Background: an optimization exercise with open tools, aiming at small area. Do not read the settings as production practice.
Function was checked by simulation only, so behaviour that the tests miss may differ from the original.
No activity file was given, so power comes from the tool's default toggle rates.

==> inputs of 03-24 <==
## host_terminal_top
module host_terminal_top #(
   parameter int MEM_WORDS    = 64,
   parameter int CALIB_CYCLES = 16,
   parameter int RING         = 4
) (
   input  logic                 ifclk,
   input  logic                 rst,
   input  term_pkg::term_addr_t term_addr,
   input  term_pkg::reg_addr_t  reg_addr,
   input  logic [31:0]          len,
   input  logic                 read_mode,
   input  logic                 read_req,
   input  logic                 read,
   input  logic                 write_mode,
   input  logic                 write,
   input  term_pkg::reg_data_t  reg_datai,
   output term_pkg::reg_data_t  reg_datao,
   output logic                 read_rdy,
   output logic                 write_rdy,
   output term_pkg::reg_data_t  transfer_status
);
==> flow/config.mk <==
export PLATFORM = sky130hd
export DESIGN_NAME = host_terminal_top
export DESIGN_NICKNAME = host_terminal_top
export VERILOG_FILES = /design/flow/design.v
export SDC_FILE = /design/flow/constraint.sdc
export NUM_CORES = 4
export LEC_CHECK = 0
export ABC_AREA = 1
export CAP_MARGIN = 20
export CORE_MARGIN = 2
export CORE_UTILIZATION = 60
export GPL_ROUTABILITY_DRIVEN = 0
export GPL_TIMING_DRIVEN = 0
export SLEW_MARGIN = 20
==> flow/constraint.sdc <==
create_clock -name core_clock -period 8.0 [get_ports {ifclk}]
set_input_delay 1.6000 -clock core_clock [delete_from_list [all_inputs] [get_ports {ifclk}]]
set_output_delay 1.6000 -clock core_clock [all_outputs]
set_load 0.01 [all_outputs]
standard.sh (not shown) runs the stock make flow with config.mk's settings and CLKGATE_MAP_FILE= SYNTH_SCRIPT=/design/flow/synth_recipe.tcl, a recipe that flattens the netlist after the stock synthesis.
==> flow/flow/run.sh <==
#!/bin/bash
# Standard layout with a leaner clock tree (no dummy loads, larger sink
# clusters) and single-size port buffers. Synthesis is the standard flow's own.
set -euo pipefail
export BUFFER_PORTS_ARGS="-buffer_cell sky130_fd_sc_hd__buf_1"
export CTS_ARGS="-sink_clustering_enable -repair_clock_nets -dont_use_dummy_load -buf_list {sky130_fd_sc_hd__clkbuf_4 sky130_fd_sc_hd__clkbuf_8} -sink_clustering_size 16 -sink_clustering_max_diameter 50"
bash standard.sh > flow_make.log 2>&1
==> 09-09: changes against 03-24 <==
==> flow/flow/run.sh (replaced) <==
#!/bin/bash
# The standard layout with three changes:
#  - synthesis is the standard flow's own script, but Yosys's abc maps the logic with an
#    area-oriented ABC script (flow/abc_area.script); the registers are
#    mapped before abc and are the standard synthesis's;
#  - a leaner clock tree (no dummy loads, clusters of up to 16 sinks);
#  - single-size port buffers.
set -euo pipefail
here=$(pwd)
export MY_ABC_SCRIPT="$here/flow/abc_area.script"
export BUFFER_PORTS_ARGS="-buffer_cell sky130_fd_sc_hd__buf_1"
export CTS_ARGS="-sink_clustering_enable -repair_clock_nets -dont_use_dummy_load -buf_list {sky130_fd_sc_hd__clkbuf_4 sky130_fd_sc_hd__clkbuf_8} -sink_clustering_size 16 -sink_clustering_max_diameter 50"
sed "s#SYNTH_SCRIPT=[^ ]*#SYNTH_SCRIPT=$here/flow/synth.tcl#" standard.sh > own_standard.sh
bash own_standard.sh > flow_make.log 2>&1
==> flow/flow/abc_area.script (new file) <==
strash
dch
map -a
topo
stime -c
==> flow/flow/synth.tcl (new file) <==
proc synth {args} { yosys synth -nofsm -noshare {*}$args }
proc abc {args} {
  if { [info exists ::env(MY_ABC_SCRIPT)] } {
    set i [lsearch -exact $args -script]
    if { $i >= 0 } {
      set args [lreplace $args [expr {$i + 1}] [expr {$i + 1}] $::env(MY_ABC_SCRIPT)]
    }
  }
  yosys abc {*}$args
}
source $::env(SCRIPTS_DIR)/synth.tcl
# left out here: clear keep_hierarchy, flatten, clean up, hide names made inside functions, write 1_2_yosys.v
Settings changed: GPL_ROUTABILITY_DRIVEN 0 to not set, GPL_TIMING_DRIVEN 0 to not set.
==> 07-22: changes against 03-24 <==
==> flow/flow/run.sh (replaced) <==
#!/bin/bash
# Standard layout with a leaner clock tree (no dummy loads, larger sink
# clusters) and single-size port buffers. Synthesis is the standard flow's own.
set -euo pipefail
export BUFFER_PORTS_ARGS="-buffer_cell sky130_fd_sc_hd__buf_1"
export CTS_ARGS="-sink_clustering_enable -repair_clock_nets -dont_use_dummy_load -buf_list {sky130_fd_sc_hd__clkbuf_8} -sink_clustering_size 20 -sink_clustering_max_diameter 45"
bash standard.sh > flow_make.log 2>&1
Settings changed: GPL_ROUTABILITY_DRIVEN 0 to not set, GPL_TIMING_DRIVEN 0 to not set.
==> 03-13: changes against 03-24 <==
--- a/flow/design.v
+++ b/flow/design.v
@@ -80,18 +80,19 @@
    input  logic                 write,
    input  term_pkg::reg_addr_t  reg_addr,
    input  term_pkg::reg_data_t  reg_datai,
    input  logic                 cmd_full,
    input  logic                 rd_empty,
    input  term_pkg::mem_word_t  rd_word,
+   input  logic                 rd_flip,
    input  logic                 calib_done,
    output term_pkg::reg_data_t  reg_datao,
    output logic                 read_rdy,
    output logic                 write_rdy,
    output logic                 cmd_en,
-   output logic                 cmd_rd,
+   output logic                 rd_wait,
    output logic                 wr_en,
    output logic                 rd_en,
    output logic                 wq_load,
    output logic [WORD_AW-1:0]   wq_addr,
    output term_pkg::mem_word_t  wq_data,
    output logic                 cap_win,
@@ -132,24 +133,24 @@
    end
    assign high_req  = (state_cur == st_rd_high) & read_mode & read_req;
    assign addr_step = (state_cur == st_wr_issue) | high_req;
    assign addr_base = (wr_start || rd_start) ? reg_addr[WORD_AW+1:2] : addr_q;
    assign rdy_set   = rd_en | high_req;
    assign cmd_en    = (state == st_wr_issue) | ((state == st_rd_issue) & ~cmd_full);
-   assign cmd_rd    = (state == st_rd_issue);
+   assign rd_wait   = (state == st_rd_wait);
    assign wr_en     = (state == st_wr_issue);
    assign rd_en     = (state == st_rd_wait) & ~rd_empty;
    assign wq_load   = (state_cur == st_wr_low) & write;
    assign wq_addr   = addr_base;
    assign wq_data   = {reg_datai, wr_lo};
    assign cap_win   = ((state_cur == st_idle) & read_mode & read_req) |
                       (state == st_rd_issue) | (state == st_rd_wait);
    assign cap_addr  = addr_base;
    assign write_rdy = calib_done & ~cmd_full & ((state == st_idle) | (state == st_wr_low));
    assign read_rdy  = rdy_q;
-   assign reg_datao = half_q ? rd_word[31:16] : rd_word[15:0];
+   assign reg_datao = (half_q ? rd_word[31:16] : rd_word[15:0]) ^ {16{rd_flip}};
    always_ff @(posedge ifclk) begin
       if (rst) begin
          state        <= st_idle;
          write_mode_q <= 1'b0;
          read_mode_q  <= 1'b0;
          rdy_q        <= 1'b0;
@@ -240,43 +241,43 @@
    parameter int CALIB_CYCLES = 16,
    parameter int RING         = 4
 ) (
    input  logic                 ifclk,
    input  logic                 rst,
    input  logic                 cmd_en,
-   input  logic                 cmd_rd,
+   input  logic                 rd_wait,
    input  logic                 wr_en,
    input  logic                 rd_en,
    input  logic                 wq_load,
    input  logic [$clog2(MEM_WORDS)-1:0] wq_addr,
    input  term_pkg::mem_word_t  wq_data,
    input  logic                 cap_win,
    input  logic [$clog2(MEM_WORDS)-1:0] cap_addr,
    output logic                 cmd_full,
    output term_pkg::mem_word_t  rd_word,
+   output logic                 rd_flip,
    output logic                 rd_empty,
    output logic                 calib_done
 );
    localparam int WORD_AW = $clog2(MEM_WORDS);
    localparam int RING_W  = $clog2(RING);
    localparam int RINGS   = MEM_WORDS / RING;
-   localparam int CAL_W   = $clog2(CALIB_CYCLES + 1);
+   localparam int CAL_W   = $clog2(CALIB_CYCLES);
    logic [CAL_W-1:0]   calib_cnt;
    logic               cmd_valid;
-   logic               cmd_rd_q;
    logic               rd_pend;
-   logic [RING_W-1:0]  phase;
+   logic [RING_W:0]    phase;
+   logic               lap;
+   term_pkg::mem_word_t wq_bus;
    term_pkg::mem_word_t wq_word;
    logic [WORD_AW-1:0] wq_waddr;
    logic               wq_valid;
    logic               wq_cancel;
    logic               wq_fire;
    logic               cap;
    term_pkg::mem_word_t ring_in [RINGS];
-   term_pkg::mem_word_t ring_out [RINGS];
-   logic               cap_fwd;
    always_ff @(posedge ifclk) begin
       if (rst) begin
          calib_cnt  <= '0;
          calib_done <= 1'b0;
       end else if (!calib_done) begin
          if (calib_cnt == CAL_W'(CALIB_CYCLES - 1))
@@ -286,55 +287,55 @@
    end
    always_ff @(posedge ifclk) begin
       if (rst)
          cmd_valid <= 1'b0;
       else
          cmd_valid <= cmd_en;
-      if (cmd_en)
-         cmd_rd_q <= cmd_rd;
    end
    always_ff @(posedge ifclk) begin
       if (rst)
          rd_pend <= 1'b0;
-      else if (cmd_valid && cmd_rd_q)
+      else if (cmd_valid && rd_wait)
          rd_pend <= 1'b1;
       else if (rd_en)
          rd_pend <= 1'b0;
    end
    assign cmd_full = ~calib_done | cmd_valid;
    assign rd_empty = ~rd_pend;
    always_ff @(posedge ifclk)
       phase <= phase + 1'b1;
+   assign lap = phase[RING_W];
    assign wq_cancel = rst & wr_en;
    assign wq_fire   = wq_valid & ~wq_cancel &
-                      (RING_W'(wq_waddr[RING_W-1:0] + phase + 1'b1) == '0);
+                      (RING_W'(wq_waddr[RING_W-1:0] + phase[RING_W-1:0] + 1'b1) == '0);
    always_ff @(posedge ifclk) begin
       if (wq_load) begin
          wq_word  <= wq_data;
          wq_waddr <= wq_addr;
          wq_valid <= 1'b1;
       end else if (wq_fire || wq_cancel) begin
          wq_valid <= 1'b0;
       end
    end
+   assign wq_bus = wq_word ^ {32{lap}};
    for (genvar g = 0; g < RINGS; g++) begin : ring
       term_pkg::mem_word_t slot [RING];
-      assign ring_in[g] = (wq_fire && wq_waddr[WORD_AW-1:RING_W] == (WORD_AW-RING_W)'(g)) ?
-                          wq_word : slot[RING-1];
-      assign ring_out[g] = slot[RING-1];
+      assign ring_in[g] = ~((wq_fire && wq_waddr[WORD_AW-1:RING_W] == (WORD_AW-RING_W)'(g)) ?
+                            wq_bus : slot[RING-1]);
       always_ff @(posedge ifclk) begin
          slot[0] <= ring_in[g];
          for (int k = 1; k < RING; k++)
             slot[k] <= slot[k-1];
       end
    end
-   assign cap = cap_win & (RING_W'(cap_addr[RING_W-1:0] + phase + 1'b1) == '0);
-   assign cap_fwd = wq_valid & (wq_waddr == cap_addr);
+   assign cap = cap_win & (RING_W'(cap_addr[RING_W-1:0] + phase[RING_W-1:0] + 1'b1) == '0);
    always_ff @(posedge ifclk) begin
-      if (cap)
-         rd_word <= cap_fwd ? wq_word : ring_out[cap_addr[WORD_AW-1:RING_W]];
+      if (cap) begin
+         rd_word <= ring_in[cap_addr[WORD_AW-1:RING_W]];
+         rd_flip <= ~lap;
+      end
    end
 endmodule
 `timescale 1ns/1ns
 module host_terminal_top #(
    parameter int MEM_WORDS    = 64,
    parameter int CALIB_CYCLES = 16,
@@ -365,22 +366,23 @@
    logic       ctrl_write;
    term_pkg::reg_data_t  dram_datao;
    term_pkg::reg_data_t  ctrl_datao;
    logic       dram_read_rdy;
    logic       dram_write_rdy;
    logic       cmd_en;
-   logic       cmd_rd;
+   logic       rd_wait;
    logic       wr_en;
    logic       rd_en;
    logic       wq_load;
    logic [WORD_AW-1:0]   wq_addr;
    term_pkg::mem_word_t  wq_data;
    logic       cap_win;
    logic [WORD_AW-1:0]   cap_addr;
    logic       cmd_full;
    term_pkg::mem_word_t  rd_word;
+   logic       rd_flip;
    logic       rd_empty;
    logic       calib_done;
    term_router term_router_i (
       .term_addr       (term_addr),
       .read_mode       (read_mode),
       .read_req        (read_req),
@@ -414,18 +416,19 @@
       .write         (dram_write),
       .reg_addr      (reg_addr),
       .reg_datai     (reg_datai),
       .cmd_full      (cmd_full),
       .rd_empty      (rd_empty),
       .rd_word       (rd_word),
+      .rd_flip       (rd_flip),
       .calib_done    (calib_done),
       .reg_datao     (dram_datao),
       .read_rdy      (dram_read_rdy),
       .write_rdy     (dram_write_rdy),
       .cmd_en        (cmd_en),
-      .cmd_rd        (cmd_rd),
+      .rd_wait       (rd_wait),
       .wr_en         (wr_en),
       .rd_en         (rd_en),
       .wq_load       (wq_load),
       .wq_addr       (wq_addr),
       .wq_data       (wq_data),
       .cap_win       (cap_win),
@@ -446,20 +449,21 @@
       .CALIB_CYCLES (CALIB_CYCLES),
       .RING         (RING)
    ) mem_port_model_i (
       .ifclk         (ifclk),
       .rst           (rst),
       .cmd_en        (cmd_en),
-      .cmd_rd        (cmd_rd),
+      .rd_wait       (rd_wait),
       .wr_en         (wr_en),
       .rd_en         (rd_en),
       .wq_load       (wq_load),
       .wq_addr       (wq_addr),
       .wq_data       (wq_data),
       .cap_win       (cap_win),
       .cap_addr      (cap_addr),
       .cmd_full      (cmd_full),
       .rd_word       (rd_word),
+      .rd_flip       (rd_flip),
       .rd_empty      (rd_empty),
       .calib_done    (calib_done)
    );
 endmodule
==> flow/flow/run.sh (replaced) <==
#!/bin/bash
# The standard layout with three changes:
#  - synthesis is the standard flow's own script, but Yosys's abc maps the logic with an
#    area-oriented ABC script (flow/abc_area.script); the registers are
#    mapped before abc and are the standard synthesis's;
#  - a leaner clock tree (no dummy loads, clusters of up to 16 sinks);
#  - single-size port buffers.
set -euo pipefail
here=$(pwd)
export MY_ABC_SCRIPT="$here/flow/abc_area.script"
export BUFFER_PORTS_ARGS="-buffer_cell sky130_fd_sc_hd__buf_1"
export CTS_ARGS="-sink_clustering_enable -repair_clock_nets -dont_use_dummy_load -buf_list {sky130_fd_sc_hd__clkbuf_4 sky130_fd_sc_hd__clkbuf_8} -sink_clustering_size 16 -sink_clustering_max_diameter 50"
sed "s#SYNTH_SCRIPT=[^ ]*#SYNTH_SCRIPT=$here/flow/synth.tcl#" standard.sh > own_standard.sh
bash own_standard.sh > flow_make.log 2>&1
==> flow/flow/abc_area.script (new file) <==
strash
dch
amap -F 4 -A 8
strash
dch
amap -F 4 -A 8
topo
stime -c
==> flow/flow/synth.tcl (new file) <==
proc synth {args} { yosys synth -nofsm -noshare {*}$args }
proc abc {args} {
  if { [info exists ::env(MY_ABC_SCRIPT)] } {
    set i [lsearch -exact $args -script]
    if { $i >= 0 } {
      set args [lreplace $args [expr {$i + 1}] [expr {$i + 1}] $::env(MY_ABC_SCRIPT)]
    }
  }
  yosys abc {*}$args
}
source $::env(SCRIPTS_DIR)/synth.tcl
# left out here: clear keep_hierarchy, flatten, clean up, hide names made inside functions, write 1_2_yosys.v
Settings changed: GPL_ROUTABILITY_DRIVEN 0 to not set, GPL_TIMING_DRIVEN 0 to not set.
==> comparison <==
- Synthesized cell count: 09-09 is smaller than 03-24 (about 20%).
- The lowest count of clock-buffer cells in the layout belongs to 07-22, the highest to 03-24.
- In clock power, 09-09 and 07-22 hardly differ.
- 03-24 completed with no timing, DRC or antenna violations. 07-22 finished with timing, DRC and antenna clean. 03-13 produced a clean layout. 09-09 finished clean.
- The lowest core utilization belongs to 07-22, the highest to 03-13.
- In 09-09 the die area is smaller than in 07-22, by 5.2%.
==> figures <==
metric                                                                                  03-24                        07-22                        03-13                        09-09
Run status                                                            complete, no violations      complete, no violations      complete, no violations      complete, no violations
Via density per instance                                                                 5.16                         5.07                         6.01                         5.38
Setup Skew                                                                            79.7 ps                      83.0 ps                      75.7 ps                      63.7 ps
Power consumption                                                                     16.0 mW                      15.9 mW                      15.9 mW                      15.9 mW
Met3 Routed Length                                                                    9.23 mm                      6.76 mm                      12.3 mm                      7.07 mm
Net Sw Frac                                                                             19.9%                        19.8%                        19.9%                        19.7%
Largest net degree at the start of global routing                                          26                           65                           44                           65
Clock transition at the registers of the reported paths                                100 ps                       110 ps                        90 ps                        90 ps
Pwr per Cell Area                                                                  259 mW/mm2                   260 mW/mm2                   274 mW/mm2                   269 mW/mm2
Number of cells on the critical path                                                       10                            9                           22                            8
Reg-to-Reg End                                           mem_port_model_i.ring[1].slot[0][13]  mem_port_model_i.rd_word[0]  mem_port_model_i.rd_word[1]  mem_port_model_i.rd_word[9]

========
==> job 3178 <==
Another version of the RTL of host_terminal_top (not shown whole).
Settings: LEC_CHECK=0, ABC_AREA=1, CAP_MARGIN=20, CORE_MARGIN=2, CORE_UTILIZATION=60, SLEW_MARGIN=20; clock period 8.0 ns.
==> flow/flow/run.sh <==
#!/bin/bash
# The standard layout with three changes:
#  - synthesis is the standard flow's own script, but Yosys's abc maps the logic with an
#    area-oriented ABC script (flow/abc_area.script); the registers are
#    mapped before abc and are the standard synthesis's;
#  - a leaner clock tree (no dummy loads, clusters of up to 16 sinks);
#  - single-size port buffers.
set -euo pipefail
here=$(pwd)
export MY_ABC_SCRIPT="$here/flow/abc_area.script"
export BUFFER_PORTS_ARGS="-buffer_cell sky130_fd_sc_hd__buf_1"
export CTS_ARGS="-sink_clustering_enable -repair_clock_nets -dont_use_dummy_load -buf_list {sky130_fd_sc_hd__clkbuf_4 sky130_fd_sc_hd__clkbuf_8} -sink_clustering_size 16 -sink_clustering_max_diameter 50"
sed "s#SYNTH_SCRIPT=[^ ]*#SYNTH_SCRIPT=$here/flow/synth.tcl#" standard.sh > own_standard.sh
bash own_standard.sh > flow_make.log 2>&1
==> flow/flow/abc_area.script <==
strash
dch
amap -F 4 -A 8
strash
dch
amap -F 4 -A 8
topo
stime -c
==> flow/flow/synth.tcl <==
proc synth {args} { yosys synth -nofsm -noshare {*}$args }
proc abc {args} {
  if { [info exists ::env(MY_ABC_SCRIPT)] } {
    set i [lsearch -exact $args -script]
    if { $i >= 0 } {
      set args [lreplace $args [expr {$i + 1}] [expr {$i + 1}] $::env(MY_ABC_SCRIPT)]
    }
  }
  yosys abc {*}$args
}
source $::env(SCRIPTS_DIR)/synth.tcl
# left out here: clear keep_hierarchy, flatten, clean up, hide names made inside functions, write 1_2_yosys.v
==> inputs of job 1087, as changes to job 3178 <==
--- a/flow/flow/run.sh
+++ b/flow/flow/run.sh
@@ -9,6 +9,6 @@
 here=$(pwd)
 export MY_ABC_SCRIPT="$here/flow/abc_area.script"
 export BUFFER_PORTS_ARGS="-buffer_cell sky130_fd_sc_hd__buf_1"
-export CTS_ARGS="-sink_clustering_enable -repair_clock_nets -dont_use_dummy_load -buf_list {sky130_fd_sc_hd__clkbuf_4 sky130_fd_sc_hd__clkbuf_8} -sink_clustering_size 16 -sink_clustering_max_diameter 50"
+export CTS_ARGS="-sink_clustering_enable -repair_clock_nets -dont_use_dummy_load -buf_list {sky130_fd_sc_hd__clkbuf_4} -sink_clustering_size 12 -sink_clustering_max_diameter 40"
 sed "s#SYNTH_SCRIPT=[^ ]*#SYNTH_SCRIPT=$here/flow/synth.tcl#" standard.sh > own_standard.sh
 bash own_standard.sh > flow_make.log 2>&1
==> flow/flow/abc_area.script (replaced) <==
strash
dch
amap -F 4 -A 8
topo
stime -c
==> inputs of job 5103, as changes to job 3178 <==
--- a/flow/flow/run.sh
+++ b/flow/flow/run.sh
@@ -9,6 +9,6 @@
 here=$(pwd)
 export MY_ABC_SCRIPT="$here/flow/abc_area.script"
 export BUFFER_PORTS_ARGS="-buffer_cell sky130_fd_sc_hd__buf_1"
-export CTS_ARGS="-sink_clustering_enable -repair_clock_nets -dont_use_dummy_load -buf_list {sky130_fd_sc_hd__clkbuf_4 sky130_fd_sc_hd__clkbuf_8} -sink_clustering_size 16 -sink_clustering_max_diameter 50"
+export CTS_ARGS="-sink_clustering_enable -repair_clock_nets -dont_use_dummy_load -buf_list {sky130_fd_sc_hd__clkbuf_16} -sink_clustering_size 30 -sink_clustering_max_diameter 35"
 sed "s#SYNTH_SCRIPT=[^ ]*#SYNTH_SCRIPT=$here/flow/synth.tcl#" standard.sh > own_standard.sh
 bash own_standard.sh > flow_make.log 2>&1
==> qor summary <==
quantity                                                            job 1087                job 3178                    job 5103
Detailed-route vias per instance                                        5.90                    6.03                        6.08
Maximum operating frequency                                          171 MHz                 161 MHz                     158 MHz
Average cell area after synthesis                                 15.2 sq um              15.3 sq um                  15.3 sq um
Cell repeated most along the worst path                                buf_1                clkinv_1                    clkinv_1
Vias in the first global route                                         30300                   29900                       30400
Critical path capture point type                                 output port                    flop                        flop
Launch point of the worst reg-to-reg path             dram_bridge_i.state[2]  dram_bridge_i.state[1]  dram_bridge_i.write_mode_q
Global-route total usage across every layer                            28.0%                   31.2%                       31.6%
Headroom to the max-slew limit                                         22.7%                   27.9%                       28.1%
Xor and xnor fraction of the mapped netlist area                     0.0166%                      0%                          0%
Overall power after layout                                           15.3 mW                 15.9 mW                     18.9 mW
Tcrit/Tclk final                                                       73.0%                   77.6%                       78.9%
Result of the run                                             finished clean          finished clean              finished clean
Routed length on met3                                           9820 microns           12600 microns               13600 microns
Filler instances                                                        6379                    6213                        5855
First element of the critical path                               reg_addr[5]            term_addr[1]                term_addr[1]
Placeable core area                                             0.0870 sq mm            0.0869 sq mm                0.0869 sq mm
Mapped Area                                                     0.0529 sq mm            0.0527 sq mm                0.0527 sq mm
Arrival time reported for the critical path endpoint                 4240 ps                 6790 ps                     6790 ps

what the ideal ports hide:
Ports are ideal in the flow. The routed layouts listed here were re-timed in OpenROAD.
Step 1 (the two cells are an assumption about what drives the block):
set clk [get_ports {ifclk}]
set_driving_cell -lib_cell sky130_fd_sc_hd__clkbuf_16 $clk
set_driving_cell -lib_cell sky130_fd_sc_hd__buf_2 [delete_from_list [all_inputs] $clk]
Step 2, shift: input delay + t, output delay - t, t = (earliest + latest rising clock arrival at the registers) / 2. This alone moves slack from input paths to output paths.
Slacks: ideal / step 1 / step 2; pairs: ideal / step 1.
run | t, ns | setup slack, ns | hold slack, ns | latest minus earliest clock arrival (ns) | worst data-port slew with drivers (ns)
03-24 | 0.908 | 2.245 / 2.225 / 2.225 | 0.285 / 0.285 / 0.285 | 0.093 / 0.094 | 0.11
09-09 | 0.892 | 1.568 / 1.544 / 0.961 | 0.297 / 0.297 / 0.297 | 0.065 / 0.064 | 0.11
07-22 | 0.889 | 2.314 / 2.289 / 1.911 | 0.283 / 0.283 / 0.283 | 0.084 / 0.084 | 0.15
03-13 | 0.903 | 1.529 / 1.570 / 0.667 | 0.266 / 0.266 / 0.266 | 0.075 / 0.075 | 0.08
job 3178 | 0.889 | 1.792 / 1.747 / 0.857 | 0.272 / 0.272 / 0.272 | 0.059 / 0.059 | 0.11
job 1087 | 1.143 | 2.157 / 2.135 / 1.501 | 0.251 / 0.251 / 0.251 | 0.118 / 0.118 | 0.09
job 5103 | 0.836 | 1.690 / 1.643 / 0.808 | 0.276 / 0.276 / 0.276 | 0.065 / 0.065 | 0.12
After both steps every run listed still meets setup and hold. The setup slack of job 3178, which loses most, moves by -0.045 ns with the drivers and by -0.935 ns with both steps.
